Background: an optimization exercise with open tools, aiming at small area, a short achievable clock period and few clock cycles. Do not read the settings as production practice. In this exercise RTL edits were held to simulation tests only and were not proved equivalent to the original.

File: flow/config.mk
export PLATFORM = sky130hd
export DESIGN_NAME = userchoice_dual_scramble_hash_core
export DESIGN_NICKNAME = userchoice_dual_scramble_hash_core
export VERILOG_FILES = /design/flow/design.v
export SDC_FILE = /design/flow/constraint.sdc
export NUM_CORES = 4
export LEC_CHECK = 0
export CAP_MARGIN = 20
export CORE_MARGIN = 2
export CORE_UTILIZATION = 40
export SLEW_MARGIN = 20
File: flow/constraint.sdc
create_clock -name core_clock -period 14.0 [get_ports {clk_i}]
set_input_delay 2.8000 -clock core_clock [delete_from_list [all_inputs] [get_ports {clk_i}]]
set_output_delay 2.8000 -clock core_clock [all_outputs]
set_load 0.01 [all_outputs]
File: flow/run.sh
#!/bin/bash
# synth_recipe.tcl (not shown) runs the flow's synth.tcl, then flattens the netlist and writes it again
# the make line also repeats each setting of config.mk as NAME=value (left out here)
make -C /OpenROAD-flow-scripts/flow DESIGN_CONFIG=/design/flow/config.mk WORK_HOME=/design/flow/orfs CLKGATE_MAP_FILE= SYNTH_SCRIPT=/design/flow/synth_recipe.tcl finish
File: flow/design.v
`default_nettype none
package ucdsh_pkg;
  localparam int unsigned WordW   = 32;
  localparam int unsigned StepW   = 5;
  localparam int unsigned CfgIdxW = 1;
  localparam logic [CfgIdxW-1:0] CFG_SEED_EVEN = 1'b0;
  localparam logic [CfgIdxW-1:0] CFG_SEED_ODD  = 1'b1;
  localparam logic [StepW-1:0] PosOneBase = 5'd15;
  localparam logic [StepW-1:0] FinishStep = 5'd30;
  typedef struct packed {
    logic [WordW-1:0] data_word;
    logic             last;
  } in_beat_t;
  typedef struct packed {
    logic [WordW-1:0] hash_first;
    logic [WordW-1:0] hash_second;
    logic             hash_valid;
  } out_beat_t;
  localparam logic [WordW-1:0] ScrA0_0 = 32'hCF98B111, ScrA0_1 = 32'h87085B9F,
                               ScrA0_2 = 32'h12CEB96D, ScrA0_3 = 32'h257E1D83;
  localparam logic [WordW-1:0] ScrA1_0 = 32'hA27416F5, ScrA1_1 = 32'hD38396FF,
                               ScrA1_2 = 32'h7C932B89, ScrA1_3 = 32'hBFA49F69;
  localparam logic [WordW-1:0] ScrB0_0 = 32'hEF0569FB, ScrB0_1 = 32'h689B6B9F,
                               ScrB0_2 = 32'h79F8A395, ScrB0_3 = 32'hC3EFEA97;
  localparam logic [WordW-1:0] ScrB1_0 = 32'hC31713DB, ScrB1_1 = 32'hDDCD1F0F,
                               ScrB1_2 = 32'h59C3AF2D, ScrB1_3 = 32'h35BD1EC9;
  typedef enum logic [1:0] {
    SQ_NEXT,
    SQ_BR_EVEN,
    SQ_FINISH
  } seq_op_e;
  typedef enum logic [1:0] {
    H_HOLD,
    H_LOAD,
    H_MUL,
    H_ADD_P
  } h_op_e;
  typedef enum logic [2:0] {
    MS_H,
    MS_SWAP_H,
    MS_SHR_H,
    MS_X,
    MS_SWAP_X
  } mul_src_e;
  typedef enum logic [3:0] {
    MK_SEED,
    MK_A0,
    MK_A1,
    MK_A2,
    MK_A3,
    MK_B0,
    MK_B1,
    MK_B2,
    MK_B3
  } mul_k_e;
  typedef enum logic {
    W_HELD,
    W_CUR
  } w_sel_e;
  typedef struct packed {
    seq_op_e  seq;
    h_op_e    h_op;
    logic     p_mul;
    mul_src_e mul_src;
    mul_k_e   mul_k;
    logic     pos;
    w_sel_e   w_sel;
    logic     wb_a;
    logic     wb_b;
    logic     pair_done;
  } ctl_t;
  typedef struct packed {
    logic odd;
    logic fin_hold;
  } stat_t;
  localparam ctl_t CtlNop = '0;
  function automatic ctl_t ucode(logic [ucdsh_pkg::StepW-1:0] step);
    ctl_t             c;
    logic             pos;
    logic [ucdsh_pkg::StepW-1:0] s;
    c   = ucdsh_pkg::CtlNop;
    pos = (step >= ucdsh_pkg::PosOneBase);
    s   = pos ? step - ucdsh_pkg::PosOneBase : step;
    if (step == ucdsh_pkg::FinishStep) begin
      c.seq = ucdsh_pkg::SQ_FINISH;
    end else begin
      c.pos   = pos;
      c.w_sel = pos ? ucdsh_pkg::W_CUR : ucdsh_pkg::W_HELD;
      case (s)
        5'd0: begin
          c.h_op = ucdsh_pkg::H_LOAD;
          c.seq  = pos ? ucdsh_pkg::SQ_NEXT : ucdsh_pkg::SQ_BR_EVEN;
        end
        5'd1: begin
          c.h_op = ucdsh_pkg::H_MUL; c.mul_src = ucdsh_pkg::MS_H; c.mul_k = ucdsh_pkg::MK_SEED;
        end
        5'd2: begin
          c.h_op = ucdsh_pkg::H_MUL; c.mul_src = ucdsh_pkg::MS_SWAP_H; c.mul_k = ucdsh_pkg::MK_A0;
        end
        5'd3: begin
          c.h_op = ucdsh_pkg::H_MUL; c.mul_src = ucdsh_pkg::MS_SWAP_H; c.mul_k = ucdsh_pkg::MK_A1;
        end
        5'd4: begin
          c.h_op = ucdsh_pkg::H_MUL; c.mul_src = ucdsh_pkg::MS_SWAP_H; c.mul_k = ucdsh_pkg::MK_A2;
        end
        5'd5: begin
          c.h_op = ucdsh_pkg::H_MUL; c.mul_src = ucdsh_pkg::MS_SWAP_H; c.mul_k = ucdsh_pkg::MK_A3;
        end
        5'd6: begin
          c.wb_a = 1'b1;
          c.p_mul = 1'b1; c.mul_src = ucdsh_pkg::MS_SWAP_X; c.mul_k = ucdsh_pkg::MK_B0;
        end
        5'd7: begin
          c.h_op = ucdsh_pkg::H_MUL; c.mul_src = ucdsh_pkg::MS_X; c.mul_k = ucdsh_pkg::MK_SEED;
        end
        5'd8:  c.h_op = ucdsh_pkg::H_ADD_P;
        5'd9: begin
          c.p_mul = 1'b1; c.mul_src = ucdsh_pkg::MS_SHR_H; c.mul_k = ucdsh_pkg::MK_B1;
        end
        5'd10: begin
          c.h_op = ucdsh_pkg::H_MUL; c.mul_src = ucdsh_pkg::MS_H; c.mul_k = ucdsh_pkg::MK_B2;
        end
        5'd11: c.h_op = ucdsh_pkg::H_ADD_P;
        5'd12: begin
          c.p_mul = 1'b1; c.mul_src = ucdsh_pkg::MS_SWAP_H; c.mul_k = ucdsh_pkg::MK_B3;
        end
        5'd13: c.h_op = ucdsh_pkg::H_ADD_P;
        5'd14: begin
          c.wb_b      = 1'b1;
          c.pair_done = pos;
        end
        default: c.seq = ucdsh_pkg::SQ_FINISH;
      endcase
    end
    ucode = c;
  endfunction
endpackage
`default_nettype wire
`default_nettype none
module ucdsh_seq (
  input  wire                              clk_i,
  input  wire                              rst_ni,
  input  wire                              start_i,
  input  wire ucdsh_pkg::stat_t            stat_i,
  output logic                             busy_o,
  output ucdsh_pkg::ctl_t                  ctl_o
);
  logic                        busy_q, busy_d;
  logic [ucdsh_pkg::StepW-1:0] step_q, step_d;
  ucdsh_pkg::ctl_t             word;
  assign word   = ucdsh_pkg::ucode(step_q);
  assign ctl_o  = busy_q ? word : ucdsh_pkg::CtlNop;
  assign busy_o = busy_q;
  always_comb begin
    busy_d = busy_q;
    step_d = step_q;
    if (start_i) begin
      busy_d = 1'b1;
      step_d = '0;
    end else if (busy_q) begin
      unique case (word.seq)
        ucdsh_pkg::SQ_NEXT:    step_d = step_q + 1'b1;
        ucdsh_pkg::SQ_BR_EVEN: step_d = stat_i.odd ? step_q + 1'b1
                                                   : ucdsh_pkg::FinishStep;
        ucdsh_pkg::SQ_FINISH:  busy_d = stat_i.fin_hold;
        default:               busy_d = 1'b0;
      endcase
    end
  end
  always_ff @(posedge clk_i or negedge rst_ni) begin
    if (!rst_ni) begin
      busy_q <= 1'b0;
      step_q <= '0;
    end else begin
      busy_q <= busy_d;
      step_q <= step_d;
    end
  end
endmodule
`default_nettype wire
`default_nettype none
module ucdsh_dpath (
  input  wire                                clk_i,
  input  wire                                rst_ni,
  input  wire                                load_i,
  input  wire ucdsh_pkg::in_beat_t           beat_i,
  input  wire ucdsh_pkg::ctl_t               ctl_i,
  input  wire                                cfg_we_i,
  input  wire [ucdsh_pkg::CfgIdxW-1:0]       cfg_idx_i,
  input  wire [ucdsh_pkg::WordW-1:0]         cfg_wdata_i,
  output ucdsh_pkg::stat_t                   stat_o,
  output logic                               out_valid_o,
  input  wire                                out_stall_i,
  output ucdsh_pkg::out_beat_t               out_beat_o
);
  localparam int unsigned W = ucdsh_pkg::WordW;
  localparam int unsigned HalfW = W / 2;
  logic [W-1:0] seed_even_q, seed_odd_q;
  logic [W-1:0] sum_a_q, sum_b_q, tot_a_q, tot_b_q;
  logic [W-1:0] held_q, word_q, h_q, x_q, p_q;
  logic         odd_q, seen_q, last_q, out_valid_q;
  ucdsh_pkg::out_beat_t out_q;
  logic [W-1:0] w_val, op_a, op_b, mul_r, seed;
  logic         blocked, emit, br_hold;
  function automatic logic [W-1:0] swap(logic [W-1:0] v);
    swap = {v[HalfW-1:0], v[W-1:HalfW]};
  endfunction
  assign w_val   = (ctl_i.w_sel == ucdsh_pkg::W_CUR) ? word_q : held_q;
  assign seed    = (ctl_i.pos ? seed_odd_q : seed_even_q) | {{(W-1){1'b0}}, 1'b1};
  assign blocked = out_valid_q && out_stall_i;
  assign emit    = (ctl_i.seq == ucdsh_pkg::SQ_FINISH) && last_q && !blocked;
  assign br_hold = (ctl_i.seq == ucdsh_pkg::SQ_BR_EVEN) && !odd_q;
  always_comb begin
    unique case (ctl_i.mul_src)
      ucdsh_pkg::MS_H:      op_a = h_q;
      ucdsh_pkg::MS_SWAP_H: op_a = swap(h_q);
      ucdsh_pkg::MS_SHR_H:  op_a = {{HalfW{1'b0}}, h_q[W-1:HalfW]};
      ucdsh_pkg::MS_X:      op_a = x_q;
      ucdsh_pkg::MS_SWAP_X: op_a = swap(x_q);
      default:              op_a = h_q;
    endcase
  end
  always_comb begin
    unique case (ctl_i.mul_k)
      ucdsh_pkg::MK_SEED: op_b = seed;
      ucdsh_pkg::MK_A0:   op_b = ctl_i.pos ? ucdsh_pkg::ScrA1_0 : ucdsh_pkg::ScrA0_0;
      ucdsh_pkg::MK_A1:   op_b = ctl_i.pos ? ucdsh_pkg::ScrA1_1 : ucdsh_pkg::ScrA0_1;
      ucdsh_pkg::MK_A2:   op_b = ctl_i.pos ? ucdsh_pkg::ScrA1_2 : ucdsh_pkg::ScrA0_2;
      ucdsh_pkg::MK_A3:   op_b = ctl_i.pos ? ucdsh_pkg::ScrA1_3 : ucdsh_pkg::ScrA0_3;
      ucdsh_pkg::MK_B0:   op_b = ctl_i.pos ? ucdsh_pkg::ScrB1_0 : ucdsh_pkg::ScrB0_0;
      ucdsh_pkg::MK_B1:   op_b = ctl_i.pos ? ucdsh_pkg::ScrB1_1 : ucdsh_pkg::ScrB0_1;
      ucdsh_pkg::MK_B2:   op_b = ctl_i.pos ? ucdsh_pkg::ScrB1_2 : ucdsh_pkg::ScrB0_2;
      ucdsh_pkg::MK_B3:   op_b = ctl_i.pos ? ucdsh_pkg::ScrB1_3 : ucdsh_pkg::ScrB0_3;
      default:            op_b = seed;
    endcase
  end
  assign mul_r = op_a * op_b;
  assign stat_o.odd      = odd_q;
  assign stat_o.fin_hold = (ctl_i.seq == ucdsh_pkg::SQ_FINISH) && last_q && blocked;
  assign out_valid_o     = out_valid_q;
  assign out_beat_o      = out_q;
  always_ff @(posedge clk_i) begin
    if (load_i) begin
      word_q <= beat_i.data_word;
      last_q <= beat_i.last;
    end
    unique case (ctl_i.h_op)
      ucdsh_pkg::H_LOAD: begin
        h_q <= sum_a_q + w_val;
        x_q <= sum_b_q + w_val;
      end
      ucdsh_pkg::H_MUL:   h_q <= mul_r;
      ucdsh_pkg::H_ADD_P: h_q <= h_q + p_q;
      default: ;
    endcase
    if (ctl_i.p_mul) begin
      p_q <= mul_r;
    end
    if (br_hold) begin
      held_q <= word_q;
    end
    if (emit) begin
      out_q.hash_first  <= sum_a_q ^ sum_b_q;
      out_q.hash_second <= tot_a_q ^ tot_b_q;
      out_q.hash_valid  <= seen_q;
    end
  end
  always_ff @(posedge clk_i or negedge rst_ni) begin
    if (!rst_ni) begin
      seed_even_q <= {{(W-1){1'b0}}, 1'b1};
      seed_odd_q  <= {{(W-1){1'b0}}, 1'b1};
      sum_a_q     <= '0;
      sum_b_q     <= '0;
      tot_a_q     <= '0;
      tot_b_q     <= '0;
      odd_q       <= 1'b0;
      seen_q      <= 1'b0;
      out_valid_q <= 1'b0;
    end else begin
      if (cfg_we_i && cfg_idx_i == ucdsh_pkg::CFG_SEED_EVEN) begin
        seed_even_q <= cfg_wdata_i;
      end
      if (cfg_we_i && cfg_idx_i == ucdsh_pkg::CFG_SEED_ODD) begin
        seed_odd_q <= cfg_wdata_i;
      end
      out_valid_q <= blocked || emit;
      if (emit) begin
        sum_a_q <= '0;
        sum_b_q <= '0;
        tot_a_q <= '0;
        tot_b_q <= '0;
        odd_q   <= 1'b0;
        seen_q  <= 1'b0;
      end else begin
        if (ctl_i.wb_a) begin
          sum_a_q <= h_q;
          tot_a_q <= tot_a_q + h_q;
        end
        if (ctl_i.wb_b) begin
          sum_b_q <= h_q;
          tot_b_q <= tot_b_q + h_q;
        end
        if (br_hold) begin
          odd_q <= 1'b1;
        end
        if (ctl_i.pair_done) begin
          odd_q  <= 1'b0;
          seen_q <= 1'b1;
        end
      end
    end
  end
endmodule
`default_nettype wire
`default_nettype none
module userchoice_dual_scramble_hash_core (
  input  wire                              clk_i,
  input  wire                              rst_ni,
  input  wire                              in_valid_i,
  output logic                             in_stall_o,
  input  wire  [ucdsh_pkg::WordW-1:0]      in_data_i,
  input  wire                              in_last_i,
  output logic                             out_valid_o,
  input  wire                              out_stall_i,
  output logic [ucdsh_pkg::WordW-1:0]      out_hash_first_o,
  output logic [ucdsh_pkg::WordW-1:0]      out_hash_second_o,
  output logic                             out_hash_valid_o,
  input  wire                              cfg_we_i,
  input  wire  [ucdsh_pkg::CfgIdxW-1:0]    cfg_idx_i,
  input  wire  [ucdsh_pkg::WordW-1:0]      cfg_wdata_i
);
  ucdsh_pkg::in_beat_t  in_beat_i;
  ucdsh_pkg::out_beat_t out_beat_o;
  assign in_beat_i.data_word = in_data_i;
  assign in_beat_i.last      = in_last_i;
  assign out_hash_first_o    = out_beat_o.hash_first;
  assign out_hash_second_o   = out_beat_o.hash_second;
  assign out_hash_valid_o    = out_beat_o.hash_valid;
  logic             busy;
  logic             accept;
  ucdsh_pkg::ctl_t  ctl;
  ucdsh_pkg::stat_t stat;
  assign in_stall_o = busy;
  assign accept     = in_valid_i && !busy;
  ucdsh_seq u_seq (
    .clk_i   (clk_i),
    .rst_ni  (rst_ni),
    .start_i (accept),
    .stat_i  (stat),
    .busy_o  (busy),
    .ctl_o   (ctl)
  );
  ucdsh_dpath u_dpath (
    .clk_i       (clk_i),
    .rst_ni      (rst_ni),
    .load_i      (accept),
    .beat_i      (in_beat_i),
    .ctl_i       (ctl),
    .cfg_we_i    (cfg_we_i),
    .cfg_idx_i   (cfg_idx_i),
    .cfg_wdata_i (cfg_wdata_i),
    .stat_o      (stat),
    .out_valid_o (out_valid_o),
    .out_stall_i (out_stall_i),
    .out_beat_o  (out_beat_o)
  );
endmodule
`default_nettype wire
==> out/qor.csv <==
stage,metric,value,unit
synthesis,Netlist cell types,102,
global_routing,vias in the first global route,31860,
synthesis,syn nets,5043,
sta,FMAX,78.8,MHz
floorplan,Die Area,0.105,sq mm
critical_path,Setup crit end kind,flop,
synthesis,Syn Std Cell Area,0.0408,sq mm
placed_design,Detail Placement HPWL,95400,microns
clock_network,Worst-path clk slew,0.08,ns
sta,number of hold violations in the final report,0,
critical_path,type of origin of the critical path,flop,
clock_network,TritonCTS sink count,425,
sta,final hold slack,0.439,ns
synthesis,Seq cells post-synth,425,
global_routing,Overall Global Routing Usage,24.2,%
final_layout,"commonest non-fill, non-tap cell in the layout",nand2_1,
clock_network,# H-tree levels,2,
synthesis,sequential share of the synthesized area,28.8,%
global_routing,antenna violations before repair,2,
final_layout,area growth from synthesis to layout,12.2,%
final_layout,area occupied by registers,0.0118,sq mm
critical_path,crit-path most repeated cell,fa_1,
critical_path,CP max stage delay,0.94,ns
routing,average wire per standard cell,21.6,microns
sta,skew final,0.0421,ns
clock_network,Setup Buffers After CTS,0,
sta,Worst slew margin,24.7,%
global_routing,largest net degree at the start of global routing,84,
job,MaxCap Viol Count,0,
status,run status,finished clean,
floorplan,Initial Utilization,40.2,%
placed_design,placer congestion estimate,0.925,
clock_network,Worst-Skew Late Latency,0.64,ns
clock_network,TritonCTS buffer count,49,
sta,min cycle time layout,12.69,ns
sta,Final period util,90.6,%
synthesis,Post-Synthesis Cells,4278,
floorplan,std cell rows,117,
critical_path,CP required,14.38,ns
clock_network,CTS tree,built,
synthesis,Synth Flop Type,edfxtp_1,
clock_network,clock root cell,clkbuf_16,
final_layout,filler cell count,9747,
clock_network,CTS Buffer Depth,3,
routing,via count of the routed design,31832,
floorplan,Die Wd,323,microns
final_layout,most frequent cells in the layout,"nand2_1 (508), inv_1 (480), nor2_1 (423)",
synthesis,Post-synth EDFFs,226,
synthesis,yosys warns,2,
critical_path,Worst EP arrival,13.06,ns
global_routing,first-pass GRT wire length,193000,microns
clock_network,hold_buf cts,0,
min_path,Hold Crit Class,flop to flop,
final_layout,nets,5149,
floorplan,Vert. Die Dim,323,microns
sta,Pins Over Slew Limit,0,
routing,DR iter-0 viols,2970,
critical_path,Crit Path Max Fanout,20,
final_layout,share of layout cells above drive strength 1,7.93,%
global_routing,total grt overflow,0,
sta,setup TNS,0,ns
sta,# setup viols final,0,
floorplan,total I/O pin count,138,
floorplan,core box area,0.101,sq mm
routing,Routed Antenna Nets,0,
placed_design,# port buffers,136,
routing,Residual DRC,0,
clock_network,PostCTS Resize Cnt,0,
final_layout,area taken by multi-input logic gates,0.0266,sq mm
routing,Via density,5.49,
routing,final wirelength,125000,microns
sta,RSZ-0062 raised after global routing,false,
sta,min setup slack post-route,1.31,ns
placed_design,setup slack at placement,1.47,ns
critical_path,Crit Path Class,flop to flop,
final_layout,post-layout util,45.1,%
critical_path,critical path's slowest cell,a2111oi_4,
routing,DR pass1 iterations,8,
sta,worst-margin pin slew,1.13,ns
synthesis,Synth async-reset ratio,46.8,%
synthesis,Synth Area per Inst,9.53,sq um
-- area by class of cell --
class	count	share of cell area [%]
Multi-Input combinational cell	3189	58.2
Timing Repair Buffer	234	4.59
Clock inverter	37	1.00
Tap cell	1368	3.74
Inverter	485	3.98
Antenna cell	1	0.00547
Sequential cell	425	25.7
Clock buffer	55	2.77
-- synthesized netlist by cell type, drive strengths merged (9+ instances only) --
library cell  count  area share (%)
a21oi           191             2.4
fa              413              20
o31ai            13            0.24
nand2b           77             1.2
a211o            11            0.24
ha              281             8.6
inv             481             4.4
o211ai           15            0.28
nand3            93             1.1
o21ai           252             3.1
nor2            431             4.0
nand2           511             4.7
mux2             63             1.7
o21bai           39            0.72
nor3             32            0.42
mux2i            20            0.50
buf              49            0.62
clkbuf          130             1.2
edfxtp          226              17
nor2b            31            0.48
and3             23            0.35
o21a             31            0.57
o2111ai           9            0.22
or2              40            0.61
a222oi           15            0.37
a21o             59             1.1
xor2            121             2.6
xnor2           138             3.0
a221o            11            0.27
or3              20            0.31
a21boi           17            0.35
a221oi           13            0.31
o221ai           10            0.25
a22oi            16            0.29
nand4            15            0.23
a31oi            23            0.44
and2             20            0.31
a211oi           15            0.32
xnor3             9            0.50
dfrtp           199              12
-- final timing paths --
path                                    from                     end  slack [ns]  cells past startpoint
max reg2reg                  u_seq.step_q[0]         u_dpath.h_q[31]        1.31                     35
max                          u_seq.step_q[0]         u_dpath.h_q[31]        1.31                     35
min in group asynchronous             rst_ni     u_dpath.tot_b_q[12]        2.19                      1
max in group asynchronous             rst_ni  u_dpath.seed_odd_q[11]       10.40                      2
min                        u_dpath.word_q[7]       u_dpath.held_q[7]        0.44                      0
min reg2reg                u_dpath.word_q[7]       u_dpath.held_q[7]        0.44                      0
-- metal layers --
metal  vias up  routed length (microns)  share of wire [%]  track usage, %
met5         -                       10             0.0080               0
met4         2                     4920                3.9            8.62
met3       215                     9650                7.7            3.86
met2      1173                    56500                 45            38.2
met1     15857                    54200                 43            33.6
li1      14585                        -                  -               -
-- state kept, by name (all words and copies together), names as in the netlist, 5 cells and up --
register / flops
u_dpath.h_q: 32
u_dpath.held_q: 32
u_dpath.out_q: 65
u_dpath.p_q: 32
u_dpath.seed_even_q: 31
u_dpath.seed_odd_q: 31
u_dpath.sum_a_q: 32
u_dpath.sum_b_q: 32
u_dpath.tot_a_q: 32
u_dpath.tot_b_q: 32
u_dpath.word_q: 32
u_dpath.x_q: 32
u_seq.step_q: 5
-- worst max-delay path: cells and delay by family, from the launching register on --
kind	cells	cell delay, ns
buf+inv	5	0.61
simple gates	6	1.22
xor+xnor	2	0.91
fa+ha+maj	11	4.98
compound gates	11	4.10
flops	1	0.59
-- cells by family (layout without fill, tap and decap cells) --
kind of cell	after synthesis	count (layout)	synth area share [%]
buffers and inverters	664	811	6.28
multiplexers	83	83	2.24
AND/OR/NAND/NOR	1311	1311	14.1
other	0	1	0
AO/OA/AOI/OAI	832	832	13.6
flip-flops	425	425	28.8
XOR/XNOR	269	269	6.12
adder cells (fa/ha/maj)	694	694	28.9
-- per-stage QoR --
stage          cell area [sq um]  std cells
2_1_floorplan              40800       4278
3_3_place_gp               44000       5700
3_5_place_dp               44000       5700
4_1_cts                    45700       5792
5_1_grt                    45800       5794
6_report                   45800       5794
Testbench counts, summed over its fixed seeds: cycles 49,682.

what the ideal ports hide:
No port has a modelled driver above. Below, the same layout with a new extraction and two added sets of constraints.
Step 1 assumes that a clkbuf_16 drives the clock port and a buf_2 every other input.
Step 2 also shifts input and output timing later by t, the mid clock arrival at the registers, as if the neighbouring blocks saw the same clock.
a / b / c = ideal ports / drivers / drivers and shift; a / b = the first two.
t, ns: 0.687
setup WS [ns]: 1.313 / 1.313 / 1.313
slew at the worst register clock pin (ns): 0.08 / 0.08
pins driven straight from the clock port: 1
After both steps setup and hold are still met in this run. The setup slack of this run moves by 0.000 ns with the drivers and by 0.000 ns with both steps.
